Background: an optimization exercise with open tools, aiming at small area, a short achievable clock period and few clock cycles per item. Do not read the settings as production practice.
The RTL was checked by simulation tests, not by an equivalence proof against the original design.

==> run D: inputs <==
==> flow/design.v <==
`default_nettype none
package pool_buffer_pkg;
    typedef logic [32-1:0] pixel_t;
    typedef pixel_t [4-1:0] pixel_vec_t;
    typedef struct packed {
        pixel_vec_t top_left;
        pixel_vec_t top_right;
        pixel_vec_t bot_left;
        pixel_vec_t bot_right;
    } window_t;
    typedef struct packed {
        window_t                 window;
        logic [$clog2(((6 / 2) * (4 / 2)))-1:0] window_idx;
        logic                    last;
    } window_beat_t;
    typedef struct packed {
        logic [1:0]              bank_sel;
        logic [$clog2(((6 / 2) * (4 / 2)))-1:0] addr;
        pixel_vec_t              data;
    } bank_wr_t;
    typedef enum logic {
        ST_FILL,
        ST_DRAIN
    } buf_state_e;
endpackage
`default_nettype wire
`timescale 1ns/1ps
`default_nettype none
module pool_buffer_top (
    input  wire                           clk,
    input  wire                           rst_n,
    input  wire                           in_valid,
    input  wire pool_buffer_pkg::pixel_vec_t in_data,
    output logic                          in_ready,
    output logic                          out_valid,
    input  wire                           out_ready,
    output pool_buffer_pkg::window_beat_t out_beat
);
    localparam int DEPTH = 6 + 1;
    localparam logic [$clog2(((6 / 2) * (4 / 2)))-1:0] WIN_LAST = $clog2(((6 / 2) * (4 / 2)))'(((6 / 2) * (4 / 2)) - 1);
    logic [$clog2(((6 / 2) * (4 / 2)))-1:0]     win;
    logic                        r0;
    logic                        c0;
    logic                        br_q;
    logic                        last_q;
    logic                        accept;
    logic [$clog2(((6 / 2) * (4 / 2)))-1:0]     win_next;
    logic                        r0_next;
    logic                        c0_next;
    pool_buffer_pkg::pixel_vec_t hist [DEPTH];
    assign in_ready  = !br_q || out_ready;
    assign accept    = in_valid && in_ready;
    assign out_valid = in_valid && br_q;
    always_comb begin
        out_beat.window.top_left  = hist[0];
        out_beat.window.top_right = hist[1];
        out_beat.window.bot_left  = hist[DEPTH-1];
        out_beat.window.bot_right = in_data;
        out_beat.window_idx       = win;
        out_beat.last             = last_q;
    end
    always_ff @(posedge clk) begin
        if (accept) begin
            for (int k = 0; k < DEPTH - 1; k++) begin
                hist[k] <= hist[k+1];
            end
            hist[DEPTH-1] <= in_data;
        end
    end
    always_comb begin
        win_next = win;
        r0_next  = r0;
        c0_next  = !c0;
        if (c0) begin
            case (win)
                3'd0:    win_next = 3'd1;
                3'd1:    win_next = 3'd2;
                3'd2:    win_next = r0 ? 3'd3 : 3'd0;
                3'd3:    win_next = 3'd4;
                3'd4:    win_next = 3'd5;
                default: win_next = r0 ? 3'd0 : 3'd3;
            endcase
            if (win == 3'd2 || win == 3'd5) begin
                r0_next = !r0;
            end
        end
    end
    always_ff @(posedge clk or negedge rst_n) begin
        if (!rst_n) begin
            win    <= '0;
            r0     <= 1'b0;
            c0     <= 1'b0;
            br_q   <= 1'b0;
            last_q <= 1'b0;
        end else if (accept) begin
            win    <= win_next;
            r0     <= r0_next;
            c0     <= c0_next;
            br_q   <= r0_next && c0_next;
            last_q <= (win_next == WIN_LAST);
        end
    end
endmodule
`default_nettype wire
==> flow/flow/run.sh <==
#!/bin/bash
set -euo pipefail
bash standard.sh "BUFFER_PORTS_ARGS=-buffer_cell sky130_fd_sc_hd__buf_2" finish > flow_make.log 2>&1
==> flow/standard.sh <==
#!/bin/bash
# synth_recipe.tcl (not shown) runs the flow's synth.tcl, then flattens the netlist and writes it again
# the make line also repeats each setting of config.mk as NAME=value (left out here)
make -C /OpenROAD-flow-scripts/flow DESIGN_CONFIG=/design/flow/config.mk WORK_HOME=/design/flow/orfs CLKGATE_MAP_FILE= SYNTH_SCRIPT=/design/flow/synth_recipe.tcl "${@:-finish}"
==> flow/config.mk <==
export PLATFORM = sky130hd
export DESIGN_NAME = pool_buffer_top
export DESIGN_NICKNAME = pool_buffer_top
export VERILOG_FILES = /design/flow/design.v
export SDC_FILE = /design/flow/constraint.sdc
export NUM_CORES = 4
export LEC_CHECK = 0
export CAP_MARGIN = 20
export CORE_MARGIN = 2
export CORE_UTILIZATION = 45
export PLACE_DENSITY = 0.6
export SETUP_SLACK_MARGIN = 2.0
export SLEW_MARGIN = 20
==> flow/constraint.sdc <==
create_clock -name core_clock -period 4.0 [get_ports {clk}]
set_input_delay 0.8000 -clock core_clock [delete_from_list [all_inputs] [get_ports {clk}]]
set_output_delay 0.8000 -clock core_clock [all_outputs]
set_load 0.01 [all_outputs]
==> inputs of run P, as changes to run D <==
--- a/flow/config.mk
+++ b/flow/config.mk
@@ -8,6 +8,8 @@
 export CAP_MARGIN = 20
 export CORE_MARGIN = 2
-export CORE_UTILIZATION = 45
-export PLACE_DENSITY = 0.6
-export SETUP_SLACK_MARGIN = 2.0
+export CORE_UTILIZATION = 70
+export CTS_CLUSTER_DIAMETER = 50
+export CTS_CLUSTER_SIZE = 25
+export PLACE_DENSITY = 0.8
+export SETUP_SLACK_MARGIN = 2.2
 export SLEW_MARGIN = 20
==> impl_results.md <==
* M1 WL at roughly 19 mm
* Die Height at between 200 and 300 um
* Finished Core Util at roughly three fifths
* Met2 Usage GRT at a little under a quarter
* WL per Instance at 17.4 um
* Worst Setup SP: hist[1][34]$_DFFE_PP_
* Minimum clock period at between 2 and 2.5 ns
* Largest net degree at the start of global routing at about 140
* Switching Share at 22.4%
* Post-CTS Setup Bufs at about 130
* Run status: no timing/DRC/antenna violations
* Number of flip-flops in the largest register at 896
* Busiest layer in global routing: met2
That was run D.
==> impl_results.md <==
* Fail Step: clock tree synthesis (4_1_cts)
* I/O pins at 650
* Synth Flop Type: edfxtp_1
* Yosys reg bits at between 900 and 1,000
* Die Height at a little over 200 um
* RePlAce Congestion at approximately 0.86
* Run status: aborted with a tool error
* Syn avg cell area at ~27 um^2
* Post-CTS Setup Bufs at a little over 200
* First error: [ERROR DPL-0033] detailed placement checks failed during check placement.
* Mapped Nets at ~1,200
That was run P.
Testbench counts of run D, summed over its fixed seeds: cycles 1,536, frames 64.
Testbench counts of run P, summed over its fixed seeds: cycles 1,536, frames 64.

[afterwards: timing with drivers on the ports]
No port has a modelled driver above. Below, the same layout with a new extraction and two added sets of constraints.
Step 1, drivers: a clkbuf_16 drives clk and a buf_2 each remaining input, both assumed.
Step 2, shift: input delay + t, output delay - t, t = (earliest + latest rising clock arrival at the registers) / 2. This alone moves slack from input paths to output paths.
a / b / c = no drivers / after step 1 / after step 2; a / b = the first two.
run: run D
t (ns): 0.663
setup slack, ns: 1.860 / 1.801 / 1.538
worst setup path after step 2: input to register
pins driven straight from the clock port: 1
After both steps setup and hold are still met in run D. For run D, drivers alone change the setup slack by -0.059 ns; drivers and shift together by -0.322 ns.
